Background: an optimization exercise with open tools, aiming at small area and a short achievable clock period. Do not read the settings as production practice.
In this exercise RTL edits were held to simulation tests only and were not proved equivalent to the original.
No driver is modelled on the clock port, so clocking that relies on it looks cheaper here than on a real chip.
Power figures rest on the tool's default switching activity, not on a simulated workload.

## v6
Design mem_stage_ctrl, start of the top module:
module mem_stage_ctrl (
   input  logic        clk,
   input  logic        rst,
   input  logic [31:0] pc_in,
   output logic [31:0] pc,
   input  logic        MEM_R_EN,
   input  logic        MEM_W_EN,
   input  logic        mem_byte,
   input  logic [31:0] ALU_Res,
   input  logic [31:0] Val_Rm,
   output logic [31:0] memory_out,
   output logic        ready,
   output logic        addr_err
);
For scale: ~2,300 flip-flops, roughly 170 I/O pins, roughly 0.059 sq mm of cells after synthesis.
Settings: LEC_CHECK=0, CAP_MARGIN=20, CORE_MARGIN=2, CORE_UTILIZATION=45, SETUP_SLACK_MARGIN=3.3, SLEW_MARGIN=20; clock period 6.0 ns.
standard.sh (not shown) runs the stock make flow with config.mk's settings and CLKGATE_MAP_FILE= SYNTH_SCRIPT=/design/flow/synth_recipe.tcl, a recipe that flattens the netlist after the stock synthesis.
==> flow/flow/run.sh <==
#!/bin/bash
# Layout flow: the standard flow (standard.sh), with two changes:
#  - port buffers are plain buf_2 cells instead of the delay buffers buffer_ports picks by default;
#  - CTS does not add dummy loads, and clusters up to 30 sinks (100 um) per leaf buffer.
# Each tool's output stays in the ORFS logs; standard.sh's own output goes to standard.log.
cp standard.sh standard_sh.txt
export BUFFER_PORTS_ARGS="-buffer_cell sky130_fd_sc_hd__buf_2"
export CTS_ARGS="-sink_clustering_enable -repair_clock_nets -dont_use_dummy_load -sink_clustering_size 30 -sink_clustering_max_diameter 100"
bash standard.sh > standard.log 2>&1
rc=$?
grep -h "RSZ-002[78]\|Dummy loads\|CTS-0018" orfs/logs/*/*/*/3_3_place_gp.log orfs/logs/*/*/*/4_1_cts.log 2>/dev/null
exit $rc
v6 finished end to end and its layout was clean on timing, DRC and antenna.
Relative to v6, the following input files were edited for v7:
-- flow/flow/run.sh --
<<< v6, line 4
#  - CTS does not add dummy loads, and clusters up to 30 sinks (100 um) per leaf buffer.
>>> v7, line 4
#  - CTS does not add dummy loads, and clusters up to 24 sinks (80 um) per leaf buffer.
<<< v6, line 8
export CTS_ARGS="-sink_clustering_enable -repair_clock_nets -dont_use_dummy_load -sink_clustering_size 30 -sink_clustering_max_diameter 100"
>>> v7, line 8
export CTS_ARGS="-sink_clustering_enable -repair_clock_nets -dont_use_dummy_load -sink_clustering_size 24 -sink_clustering_max_diameter 80"
## What came out
- Comparing number of buffers added by the clock tree synthesis step for v6 and v7, the bigger number came from v7.
- v6 → v7: net switching fraction of the power -0.26 points; sequential share of layout area -0.48 points; overall track demand over capacity in global routing ~0 delta.
- Of v6 and v7, the lower combinational power belongs to v7.
- v7 completed every stage of the flow, and the final layout passed the timing, design-rule and antenna checks.
- Delta (v7 minus v6): design area now sits higher; cell count level.

---

== v10 ==
The RTL this note starts from:
==> flow/design.v <==
package mem_stage_ctrl_pkg;
   localparam int WORD_LEN_DEF    = 32;
   localparam int ADDRESS_LEN_DEF = 32;
   localparam int DEPTH_DEF       = 64;
   localparam int BASE_ADDR_DEF   = 1024;
   localparam int WAIT_CYCLES_DEF = 2;
endpackage
module mem_array (
   input  logic        clk,
   input  logic        rst,
   input  logic [15:0] ring,     
   input  logic        wr3,      
   input  logic        wr3_n,    
   input  logic [3:0]  be,       
   input  logic [31:0] wdata,    
   input  logic [31:0] tsel_n,   
   input  logic [1:0]  vslot,    
   output logic        vring,    
   output logic [31:0] rtap      
);
   logic [63:0]       valid_q;
   logic [63:0][31:0] word_q;
   genvar gr, gs, gl;
   generate
      for (gr = 0; gr < 16; gr++) begin : g_ring
         logic wr;
         assign wr = wr3 & ring[gr];
         always_ff @(posedge clk or posedge rst) begin
            if (rst) valid_q[gr*4 +: 4] <= '0;
            else     valid_q[gr*4 +: 4] <= {valid_q[gr*4 +: 3], valid_q[gr*4 + 3] | wr};
         end
         for (gs = 1; gs < 4; gs++) begin : g_slot
            always_ff @(posedge clk) word_q[gr*4 + gs] <= word_q[gr*4 + gs - 1];
         end
         for (gl = 0; gl < 4; gl++) begin : g_lane
            logic lwr, lhold;
            assign lwr   = wr3 & ring[gr] & (be[gl] | ~valid_q[gr*4 + 3]);
            assign lhold = wr3_n | ~ring[gr] | (~be[gl] & valid_q[gr*4 + 3]);
            always_ff @(posedge clk)
               word_q[gr*4][gl*8 +: 8] <= (word_q[gr*4 + 3][gl*8 +: 8] & {8{lhold}})
                                        | (wdata[gl*8 +: 8] & {8{lwr}});
         end
      end
   endgenerate
   always_comb begin
      vring = 1'b0;
      rtap  = '1;
      for (int r = 0; r < 16; r++) begin
         vring = vring | (ring[r] & valid_q[r*4 + vslot]);
         rtap  = rtap & ({32{tsel_n[2*r]}}     | word_q[r*4 + 1]);
         rtap  = rtap & ({32{tsel_n[2*r + 1]}} | word_q[r*4 + 3]);
      end
   end
endmodule
module mem_stage_ctrl (
   input  logic        clk,
   input  logic        rst,
   input  logic [31:0] pc_in,
   output logic [31:0] pc,
   input  logic        MEM_R_EN,
   input  logic        MEM_W_EN,
   input  logic        mem_byte,
   input  logic [31:0] ALU_Res,
   input  logic [31:0] Val_Rm,
   output logic [31:0] memory_out,
   output logic        ready,
   output logic        addr_err
);
   logic req;
   assign req = MEM_R_EN | MEM_W_EN;
   logic nidle_q, busy_q, ndone_q, w1_q, w2_q, idle;
   assign idle = ~nidle_q;
   always_ff @(posedge clk or posedge rst) begin
      if (rst) begin
         nidle_q <= 1'b0;
         busy_q  <= 1'b0;
         ndone_q <= 1'b1;
         w1_q    <= 1'b0;
         w2_q    <= 1'b0;
      end else begin
         nidle_q <= (idle & req) | w1_q | w2_q;
         busy_q  <= (idle & req) | w1_q;
         ndone_q <= ~w2_q;
         w1_q    <= idle & req;
         w2_q    <= w1_q;
      end
   end
   logic [1:0] ph_q, ph_d;
   assign ph_d = ph_q + 2'd1;
   always_ff @(posedge clk or posedge rst) begin
      if (rst) ph_q <= '0;
      else     ph_q <= ph_d;
   end
   logic        in_rng;
   logic [1:0]  lane_q, j_q, j_d;
   logic        byte_q, wr_q, oor_q;
   logic [15:0] ring_q, ring_d;
   logic [31:0] wd_q;
   logic [3:0]  be_q;
   assign in_rng = (ALU_Res[31:8] == 24'h000004) & (mem_byte | (ALU_Res[1:0] == 2'b00));
   always_comb begin
      for (int r = 0; r < 16; r++) ring_d[r] = idle ? (ALU_Res[7:4] == 4'(r)) : ring_q[r];
      j_d = idle ? ALU_Res[3:2] : j_q;
   end
   always_ff @(posedge clk) begin
      ring_q <= ring_d;
      j_q    <= j_d;
      if (idle) begin
         lane_q <= ALU_Res[1:0];
         byte_q <= mem_byte;
         wr_q   <= MEM_W_EN;
         oor_q  <= ~in_rng;
         for (int l = 0; l < 4; l++)
            be_q[l] <= ~mem_byte | (ALU_Res[1:0] == 2'(l));
      end
   end
   logic [1:0] slot_d;
   assign slot_d = j_d + ph_d;
   logic pend_q, pend_d, wr3_q, wr3_n_q;
   assign pend_d = (idle & MEM_W_EN & in_rng) | (pend_q & ~wr3_q);
   always_ff @(posedge clk or posedge rst) begin
      if (rst) begin
         pend_q  <= 1'b0;
         wr3_q   <= 1'b0;
         wr3_n_q <= 1'b1;
      end else begin
         pend_q  <= pend_d;
         wr3_q   <= pend_d & (slot_d == 2'd3);
         wr3_n_q <= ~(pend_d & (slot_d == 2'd3));
      end
   end
   logic [31:0] tsel_n_q;
   always_ff @(posedge clk) begin
      for (int r = 0; r < 16; r++) begin
         tsel_n_q[2*r]     <= ~(ring_d[r] & (slot_d == 2'd1));
         tsel_n_q[2*r + 1] <= ~(ring_d[r] & (slot_d == 2'd3));
      end
   end
   logic        vring;
   logic [31:0] rtap;
   logic rd1;
   assign rd1 = w1_q & ~wr_q & ~slot_d[0];    
   always_ff @(posedge clk) begin
      if (idle) begin
         for (int l = 0; l < 4; l++)
            wd_q[l*8 +: 8] <= mem_byte ? ((ALU_Res[1:0] == 2'(l)) ? Val_Rm[7:0] : 8'h00)
                                       : Val_Rm[l*8 +: 8];
      end else if (rd1) begin
         wd_q <= rtap;
      end
   end
   mem_array u_mem_array (
      .clk    (clk),
      .rst    (rst),
      .ring   (ring_q),
      .wr3    (wr3_q),
      .wr3_n  (wr3_n_q),
      .be     (be_q),
      .wdata  (wd_q),
      .tsel_n (tsel_n_q),
      .vslot  (j_q + ph_q),
      .vring  (vring),
      .rtap   (rtap)
   );
   logic       ld, ok, ld_n_q, ow2_q, ow1_q;
   logic [3:0] ob2_q, ob1_q, ob;
   always_comb begin
      ld = w1_q & ~wr_q;
      ok = ld & ~oor_q & vring;
      for (int l = 0; l < 4; l++)
         ob[l] = ok & (byte_q ? (lane_q == 2'(l)) : (l == 0));
   end
   always_ff @(posedge clk or posedge rst) begin
      if (rst) begin
         ld_n_q <= 1'b1;
         ow2_q  <= 1'b0;
         ow1_q  <= 1'b0;
         ob2_q  <= '0;
         ob1_q  <= '0;
      end else begin
         ld_n_q <= ~ld;
         ow2_q  <= ok & ~byte_q & slot_d[0];
         ow1_q  <= ok & ~byte_q & ~slot_d[0];
         ob2_q  <= ob & {4{slot_d[0]}};
         ob1_q  <= ob & {4{~slot_d[0]}};
      end
   end
   logic [31:0] mout_q, mout_d;
   always_comb begin
      mout_d[31:8] = (rtap[31:8] & {24{ow2_q}}) | (wd_q[31:8] & {24{ow1_q}}) | (mout_q[31:8] & {24{ld_n_q}});
      mout_d[7:0]  = mout_q[7:0] & {8{ld_n_q}};
      for (int l = 0; l < 4; l++)
         mout_d[7:0] = mout_d[7:0] | (rtap[l*8 +: 8] & {8{ob2_q[l]}}) | (wd_q[l*8 +: 8] & {8{ob1_q[l]}});
   end
   logic err_q;
   always_ff @(posedge clk or posedge rst) begin
      if (rst) begin
         mout_q <= '0;
         err_q  <= 1'b0;
      end else begin
         mout_q <= mout_d;
         err_q  <= w2_q & oor_q;
      end
   end
   assign memory_out = mout_q;
   assign addr_err   = err_q;
   assign ready      = ~((MEM_R_EN | MEM_W_EN | busy_q) & ndone_q);
   assign pc         = pc_in;
endmodule
==> flow/config.mk <==
export PLATFORM = sky130hd
export DESIGN_NAME = mem_stage_ctrl
export DESIGN_NICKNAME = mem_stage_ctrl
export VERILOG_FILES = /design/flow/design.v
export SDC_FILE = /design/flow/constraint.sdc
export NUM_CORES = 4
export LEC_CHECK = 0
export CAP_MARGIN = 20
export CORE_MARGIN = 2
export CORE_UTILIZATION = 45
export SETUP_SLACK_MARGIN = 3.5
export SLEW_MARGIN = 20
==> flow/constraint.sdc <==
create_clock -name core_clock -period 6.0 [get_ports {clk}]
set_input_delay 1.2000 -clock core_clock [delete_from_list [all_inputs] [get_ports {clk}]]
set_output_delay 1.2000 -clock core_clock [all_outputs]
set_load 0.01 [all_outputs]
==> flow/flow/run.sh <==
#!/bin/bash
# Layout flow: the standard flow (standard.sh), with two changes:
#  - port buffers are plain buf_2 cells instead of the delay buffers buffer_ports picks by default;
#  - CTS does not add dummy loads, and clusters up to 16 sinks (60 um) per leaf buffer, with clkbuf_8 buffers.
# Each tool's output stays in the ORFS logs; standard.sh's own output goes to standard.log.
cp standard.sh standard_sh.txt
export BUFFER_PORTS_ARGS="-buffer_cell sky130_fd_sc_hd__buf_2"
export CTS_ARGS="-sink_clustering_enable -repair_clock_nets -dont_use_dummy_load -sink_clustering_size 16 -sink_clustering_max_diameter 60 -buf_list sky130_fd_sc_hd__clkbuf_8"
bash standard.sh > standard.log 2>&1
rc=$?
grep -h "RSZ-002[78]\|Dummy loads\|CTS-0018" orfs/logs/*/*/*/3_3_place_gp.log orfs/logs/*/*/*/4_1_cts.log 2>/dev/null
exit $rc
--- input diff v10..v30 ---
==> flow/flow/run.sh <==
#!/bin/bash
# Layout flow: the standard flow (standard.sh), with two changes:
#  - port buffers are plain buf_2 cells instead of the delay buffers buffer_ports picks by default;
#  - CTS does not add dummy loads, and clusters up to 24 sinks (80 um) per leaf buffer, with clkbuf_8 or clkbuf_16 buffers.
# Each tool's output stays in the ORFS logs; standard.sh's own output goes to standard.log.
cp standard.sh standard_sh.txt
export BUFFER_PORTS_ARGS="-buffer_cell sky130_fd_sc_hd__buf_2"
export CTS_ARGS="-sink_clustering_enable -repair_clock_nets -dont_use_dummy_load -sink_clustering_size 24 -sink_clustering_max_diameter 80 -buf_list {sky130_fd_sc_hd__clkbuf_8 sky130_fd_sc_hd__clkbuf_16}"
bash standard.sh > standard.log 2>&1
rc=$?
grep -h "RSZ-002[78]\|Dummy loads\|CTS-0018" orfs/logs/*/*/*/3_3_place_gp.log orfs/logs/*/*/*/4_1_cts.log 2>/dev/null
exit $rc
==> comparison <==
Compared with v10, v30 shows a lower slew at the pin with the worst max-slew slack.
Delta (v30 minus v10): final setup slack of the worst path went up 69 ps, worst hold margin shows an increase of 58 ps.
The critical path launch point comes out MEM_R_EN in one run and MEM_W_EN in the other, namely in v30 and v10 respectively.
Changes observed in v30 relative to v10: post-cts sizing count shows an increase of 2, total power up about 2%, worst max-slew margin expressed relative to the limit went up by 2.8 points.
Sort v30 and v10 by non-clock buffer count in the final layout desc -> top: v30
Fraction of met2 tracks used by global routing: v30 vs v10 down 0.22 points
Highest attainable clock frequency (v30 vs. v10) increases by a few percent
In the reports for v30 and v10, the smaller arrival time of data at the critical path endpoint belongs to v30.
v30 -> v10: post-detailed-route count of antenna-violating nets delta 0, exact match
Input-level comparison between v28 and v30:
==> flow/flow/run.sh <==
#!/bin/bash
# Layout flow: the standard flow (standard.sh), with two changes:
#  - port buffers are plain buf_4 cells instead of the delay buffers buffer_ports picks by default;
#  - CTS does not add dummy loads, and clusters up to 24 sinks (80 um) per leaf buffer.
# Each tool's output stays in the ORFS logs; standard.sh's own output goes to standard.log.
cp standard.sh standard_sh.txt
export BUFFER_PORTS_ARGS="-buffer_cell sky130_fd_sc_hd__buf_4"
export CTS_ARGS="-sink_clustering_enable -repair_clock_nets -dont_use_dummy_load -sink_clustering_size 24 -sink_clustering_max_diameter 80"
bash standard.sh > standard.log 2>&1
rc=$?
grep -h "RSZ-002[78]\|Dummy loads\|CTS-0018" orfs/logs/*/*/*/3_3_place_gp.log orfs/logs/*/*/*/4_1_cts.log 2>/dev/null
exit $rc
--- a/flow/config.mk
+++ b/flow/config.mk
@@ -7,3 +7,3 @@
 export LEC_CHECK = 0
-export CAP_MARGIN = 20
+export CAP_MARGIN = 10
 export CORE_MARGIN = 2
@@ -11,2 +11,2 @@
 export SETUP_SLACK_MARGIN = 3.5
-export SLEW_MARGIN = 20
+export SLEW_MARGIN = 10
## What came out
- v28 was carried through to the last stage, and its layout satisfied the timing, design-rule and antenna checks.
- v30 completed; timing, DRC and antenna clean
- Number of antenna violations at the first check in global routing in v28 vs v30: up 2
- | simple-gate area share of the yosys netlist | v28 vs v30 | ≈ equal |
- On weighted congestion at the end of routability-driven global placement, the higher figure sits with v30, not v28.
- Cell depth of the worst flop-to-flop path, v28 and v30, lower one = v30.
- v28 does worse than v30 on final design instance area without fill.
- Summary of v28 over v30: combinational cell power fell about 2%; shortest clock period the worst path allows after layout closely matched the old numbers; non-clock buffer count lost 2.2%; routed wire length shrank by 660 um.
Here is what was changed in the inputs of v55 compared with v28.
==> flow/flow/run.sh <==
#!/bin/bash
# Layout flow: the standard flow (standard.sh), with two changes:
#  - port buffers are plain buf_2 cells instead of the delay buffers buffer_ports picks by default;
#  - CTS does not add dummy loads, and clusters up to 28 sinks (90 um) per leaf buffer.
# Each tool's output stays in the ORFS logs; standard.sh's own output goes to standard.log.
cp standard.sh standard_sh.txt
export BUFFER_PORTS_ARGS="-buffer_cell sky130_fd_sc_hd__buf_2"
export CTS_ARGS="-sink_clustering_enable -repair_clock_nets -dont_use_dummy_load -sink_clustering_size 28 -sink_clustering_max_diameter 90"
bash standard.sh > standard.log 2>&1
rc=$?
grep -h "RSZ-002[78]\|Dummy loads\|CTS-0018" orfs/logs/*/*/*/3_3_place_gp.log orfs/logs/*/*/*/4_1_cts.log 2>/dev/null
exit $rc
--- a/flow/config.mk
+++ b/flow/config.mk
@@ -7,3 +7,3 @@
 export LEC_CHECK = 0
-export CAP_MARGIN = 10
+export CAP_MARGIN = 20
 export CORE_MARGIN = 2
@@ -11,2 +11,2 @@
 export SETUP_SLACK_MARGIN = 3.5
-export SLEW_MARGIN = 10
+export SLEW_MARGIN = 20
Notes after the runs:
Per the final summary, v55 finished and its layout is clean on timing, DRC and antenna.
Going from v28 to v55, weighted congestion reported at the end of routability-driven placement moved up; clock network area share moved down; via count moved down; critical path depth level; part of the total power dissipated in combinational logic moved up.
Re switching power share of the total: v28 and v55 aren't equal, and the higher value belongs to v55.
Diff v55..v28 | detail-routed via count per cell | negligible
Arrival time reported for the critical path endpoint: v55 vs v28 — no meaningful difference
The inputs of v53 differ from those of v55 as listed below.
==> flow/flow/run.sh <==
#!/bin/bash
# Layout flow: the standard flow (standard.sh), with two changes:
#  - port buffers are plain buf_2 cells instead of the delay buffers buffer_ports picks by default;
#  - CTS does not add dummy loads, and clusters up to 24 sinks (80 um) per leaf buffer.
# Each tool's output stays in the ORFS logs; standard.sh's own output goes to standard.log.
cp standard.sh standard_sh.txt
export BUFFER_PORTS_ARGS="-buffer_cell sky130_fd_sc_hd__buf_2"
export CTS_ARGS="-sink_clustering_enable -repair_clock_nets -dont_use_dummy_load -sink_clustering_size 24 -sink_clustering_max_diameter 80"
bash standard.sh > standard.log 2>&1
rc=$?
grep -h "RSZ-002[78]\|Dummy loads\|CTS-0018" orfs/logs/*/*/*/3_3_place_gp.log orfs/logs/*/*/*/4_1_cts.log 2>/dev/null
exit $rc
--- a/flow/config.mk
+++ b/flow/config.mk
@@ -7,3 +7,3 @@
 export LEC_CHECK = 0
-export CAP_MARGIN = 20
+export CAP_MARGIN = 10
 export CORE_MARGIN = 2
@@ -11,2 +11,2 @@
 export SETUP_SLACK_MARGIN = 3.5
-export SLEW_MARGIN = 20
+export SLEW_MARGIN = 10
==> comparison <==
Maximum frequency from static timing analysis of v53 is on par with v55.
Re layout buffering overhead excluding clock cells: v55 and v53 aren't equal, and the lower value belongs to v55.
When the final numbers for v55 and v53 were put side by side, the power per unit of standard cell area turned out to be greater in v53.

[static timing again, ports no longer ideal]
In the flow no input, the clock included, has a driving cell. The finished layouts below were timed again as built, in two steps.
Step 1: set_driving_cell puts a clkbuf_16 on clk and a buf_2 on each other input, an assumption about the parent block.
Step 2 times the ports against the registers' clock, not the clock port: input delays grow and output delays shrink by t, the midpoint of the rising clock arrivals with the driver on.
Three values: ideal ports, drivers, drivers and shift; two values: the first two.
run | t, ns | setup slack, ns | worst data-port slew with drivers (ns)
v6 | 0.790 | 3.158 / 3.127 / 2.927 | 0.07
v7 | 0.797 | 3.086 / 3.086 / 2.980 | 0.07
v10 | 0.975 | 3.077 / 3.055 / 2.869 | 0.15
v30 | 0.804 | 3.146 / 3.115 / 2.918 | 0.15
v28 | 0.818 | 3.144 / 3.106 / 2.849 | 0.23
v55 | 0.805 | 3.147 / 3.116 / 2.886 | 0.15
v53 | 0.808 | 3.150 / 3.117 / 2.869 | 0.18
After both steps every run listed still meets setup and hold. The setup slack of v28, which loses most, moves by -0.038 ns with the drivers and by -0.295 ns with both steps.
